From an optimization exercise on the open Yosys and OpenROAD flow, aimed at small area, a short achievable clock period and few clock cycles per item; shortcuts taken in it are not production practice.
In this exercise RTL edits were held to simulation tests only and were not proved equivalent to the original.
Power is estimated from default activity; no workload was simulated.

## axi_dcache
module axi_dcache (
	input	wire				S_AXI_ACLK,
	input	wire				S_AXI_ARESETN,
	input	wire				i_clear,
	input	wire				i_pipe_stb,
	input	wire dcache_pkg::mem_op_t	i_op,
	input	wire [dcache_pkg::ADDR_W-1:0]	i_addr,
	input	wire [dcache_pkg::DATA_W-1:0]	i_data,
	input	wire [dcache_pkg::NAUX-1:0]	i_oreg,
	output	wire				o_busy,
	output	wire				o_pipe_stalled,
	output	wire				o_valid,
	output	wire				o_err,
	output	wire [dcache_pkg::NAUX-1:0]	o_wreg,
	output	wire [dcache_pkg::DATA_W-1:0]	o_data,
	output	wire				M_AXI_AWVALID,
	input	wire				M_AXI_AWREADY,
	output	wire [dcache_pkg::ADDR_W-1:0]	M_AXI_AWADDR,
	output	wire [2:0]			M_AXI_AWSIZE,
	output	wire				M_AXI_WVALID,
	input	wire				M_AXI_WREADY,
	output	wire [dcache_pkg::DATA_W-1:0]	M_AXI_WDATA,
	output	wire [dcache_pkg::STRB_W-1:0]	M_AXI_WSTRB,
	input	wire				M_AXI_BVALID,
	input	wire [1:0]			M_AXI_BRESP,
	output	wire				M_AXI_ARVALID,
	input	wire				M_AXI_ARREADY,
	output	wire [dcache_pkg::ADDR_W-1:0]	M_AXI_ARADDR,
	output	wire [7:0]			M_AXI_ARLEN,
	output	wire [2:0]			M_AXI_ARSIZE,
	input	wire				M_AXI_RVALID,
	input	wire [dcache_pkg::DATA_W-1:0]	M_AXI_RDATA,
	input	wire				M_AXI_RLAST,
	input	wire [1:0]			M_AXI_RRESP
);
==> flow/config.mk <==
export PLATFORM = sky130hd
export DESIGN_NAME = axi_dcache
export DESIGN_NICKNAME = axi_dcache
export VERILOG_FILES = /design/flow/design.v
export SDC_FILE = /design/flow/constraint.sdc
export NUM_CORES = 4
export LEC_CHECK = 0
export CAP_MARGIN = 20
export CORE_MARGIN = 2
export CORE_UTILIZATION = 50
export CTS_CLUSTER_DIAMETER = 70
export CTS_CLUSTER_SIZE = 25
export PLACE_DENSITY = 0.65
export SETUP_SLACK_MARGIN = 1.7
export SLEW_MARGIN = 20
export TNS_END_PERCENT = 10
==> flow/constraint.sdc <==
create_clock -name core_clock -period 5.0 [get_ports {S_AXI_ACLK}]
set_input_delay 1.0000 -clock core_clock [delete_from_list [all_inputs] [get_ports {S_AXI_ACLK}]]
set_output_delay 1.0000 -clock core_clock [all_outputs]
set_load 0.01 [all_outputs]
standard.sh (not shown) runs the stock make flow with config.mk's settings and CLKGATE_MAP_FILE= SYNTH_SCRIPT=/design/flow/synth_recipe.tcl, a recipe that flattens the netlist after the stock synthesis.
==> flow/flow/run.sh <==
#!/bin/bash
# The standard layout, with plain buffers (which timing repair can resize)
# on the ports instead of the delay buffers buffer_ports picks by default.
set -euo pipefail
export BUFFER_PORTS_ARGS="-buffer_cell sky130_fd_sc_hd__buf_2"
bash standard.sh > standard_flow.log 2>&1
Testbench counts at the start, summed over its fixed seeds: cycles 32,576, requests 12,000.
Then changed:
Settings changed: SETUP_SLACK_MARGIN 1.7 to 2.0.
What happened:
- die area is unchanged
- setup slack is better by 0.25 ns
- first-iteration DRC count came out lower by 3.5%
- non-clock buffer count came out higher by 118
- design area came out higher by 2.5%
- total power came out higher by 1.5%
- combinational power came out higher by 16%
- global-route usage came out higher by 1.3 points
Then changed:
Settings changed: CORE_UTILIZATION 50 to 60, CTS_CLUSTER_DIAMETER 70 to 80, CTS_CLUSTER_SIZE 25 to 30, PLACE_DENSITY 0.65 to 0.7, SETUP_SLACK_MARGIN 2.0 to 1.8, TNS_END_PERCENT 10 to not set.
=>
- The new run completed with no timing, DRC or antenna violations
- power fell by 3.4%
- sequential cell count does not change
- die area fell by 17%
- global-route usage rose by 6.4 points
- sequential share of layout area rose by 1.4 points
- design area fell by about 2%
- setup slack loses 0.12 ns
- worst hold slack gains 0.052 ns
- clock-buffer cell count fell by 26
- core utilization rose by 11 points

* * *

## old
axi_dcache, a different RTL version from the one above (not shown whole).
Size: about 2400 flip-flops, roughly 280 I/O pins, about 0.092 mm2 of cells after synthesis.
Settings: LEC_CHECK=0, CAP_MARGIN=20, CORE_MARGIN=2, CORE_UTILIZATION=40, CTS_CLUSTER_DIAMETER=80, CTS_CLUSTER_SIZE=30, SETUP_SLACK_MARGIN=1.8, SLEW_MARGIN=20; clock period 5.0 ns.
run.sh (not shown) runs the stock make flow with config.mk's settings and CLKGATE_MAP_FILE= SYNTH_SCRIPT=/design/flow/synth_recipe.tcl, a recipe that flattens the netlist after the stock synthesis.
Stock flow here: none of the scripts above is used.
old finished end to end and its layout was clean on timing, DRC and antenna.
Testbench counts of old, summed over its fixed seeds: cycles 32,576, requests 12,000.
The inputs of new differ from those of old as listed below.
- SETUP_SLACK_MARGIN: 1.8 -> 1.5
- ABC_CLOCK_PERIOD_IN_PS: unset -> 3000
- PLACE_DENSITY: unset -> 0.7
- CORE_UTILIZATION: 40 -> 60
## What came out
- Cmp old and new / global routing usage on met1 / lower: old
- Changes observed in new relative to old: routed length on met1 shows a reduction of about 12%; setup slack shows a reduction of 0.27 ns; clock power shows a reduction of about 8%; wire length of the first global-routing pass shows a reduction of 25 mm; die area shows a reduction of about 33%.

* * *

## the reference run
axi_dcache, a different RTL version from the one above (not shown whole).
Size: ~5600 cells after synthesis, about 2400 flip-flops, roughly 280 I/O pins, ~91000 sq um of cells after synthesis.
clock: 5.0 ns
lec_check: 0
cap_margin: 20
core_margin: 2
core_utilization: 55
cts_cluster_diameter: 70
cts_cluster_size: 25
place_density: 0.68
setup_slack_margin: 1.8
slew_margin: 20
standard.sh (not shown) runs the stock make flow with config.mk's settings and CLKGATE_MAP_FILE= SYNTH_SCRIPT=/design/flow/synth_recipe.tcl, a recipe that flattens the netlist after the stock synthesis.
Scripts as last shown in full above: flow/flow/run.sh
Testbench counts of the reference run, summed over its fixed seeds: cycles 32,576, requests 12,000.
diff inputs: the reference run => the trial run
==> flow/config.mk <==
export PLATFORM = sky130hd
export DESIGN_NAME = axi_dcache
export DESIGN_NICKNAME = axi_dcache
export VERILOG_FILES = /design/flow/design.v
export SDC_FILE = /design/flow/constraint.sdc
export NUM_CORES = 4
export LEC_CHECK = 0
export CAP_MARGIN = 20
export CORE_MARGIN = 2
export CORE_UTILIZATION = 50
export CTS_CLUSTER_DIAMETER = 70
export CTS_CLUSTER_SIZE = 25
export PLACE_DENSITY = 0.65
export SETUP_SLACK_MARGIN = 2.0
export SLEW_MARGIN = 20
export TNS_END_PERCENT = 10
--- outcome ---
Compared with the reference run, in the trial run number of max-cap violations shows no meaningful change; design area shows an increase of about 0.8%. Via total after detailed routing | the trial run above the reference run. The critical setup path kind comes out reg -> out in one run and in -> out in the other, namely in the trial run and the reference run respectively. Count of buffers not belonging to the clock network in the layout (the trial run vs. the reference run) increases by a few percent. The trial run against the reference run; final-stage net count is up slightly. In the trial run the sequential share of layout area turned out 0.54 points lower than in the reference run. Between the trial run and the reference run, the fraction of power consumed by the clock network is higher for the trial run.

==> what the ideal ports hide <==
The flow's constraints put no driver on any port. The routed layouts listed below were extracted and timed again, unchanged, in two steps.
Step 1: set_driving_cell puts a clkbuf_16 on S_AXI_ACLK and a buf_2 on each other input, an assumption about the parent block.
Step 2 moves the port delays by t, midway between the first and last clock arrival at a register: inputs arrive t later, outputs are due t later. That takes back most of the time a late clock gives input paths.
a / b / c = no drivers / after step 1 / after step 2; a / b = the first two.
run | t, ns | setup WS [ns] | latest minus earliest clock arrival (ns) | worst register clock-pin slew, ns | pins driven straight from the clock port
the first run of note 1 | 0.909 | 1.379 / 1.379 / 0.587 | 0.057 / 0.057 | 0.10 / 0.10 | 1
the second run of note 1 | 0.919 | 1.627 / 1.544 / 0.778 | 0.054 / 0.054 | 0.10 / 0.10 | 1
the third run of note 1 | 0.866 | 1.504 / 1.504 / 0.867 | 0.040 / 0.040 | 0.12 / 0.12 | 1
old | 0.926 | 1.644 / 1.588 / 0.744 | 0.065 / 0.065 | 0.12 / 0.12 | 1
new | 0.871 | 1.371 / 1.361 / 0.536 | 0.049 / 0.049 | 0.12 / 0.12 | 1
the reference run | 0.867 | 1.636 / 1.568 / 0.885 | 0.058 / 0.059 | 0.10 / 0.10 | 1
the trial run | 0.940 | 1.555 / 1.464 / 0.803 | 0.063 / 0.063 | 0.10 / 0.10 | 1
After both steps every run listed still meets setup and hold. For old, which loses most, drivers alone change the setup slack by -0.056 ns; drivers and shift together by -0.900 ns.
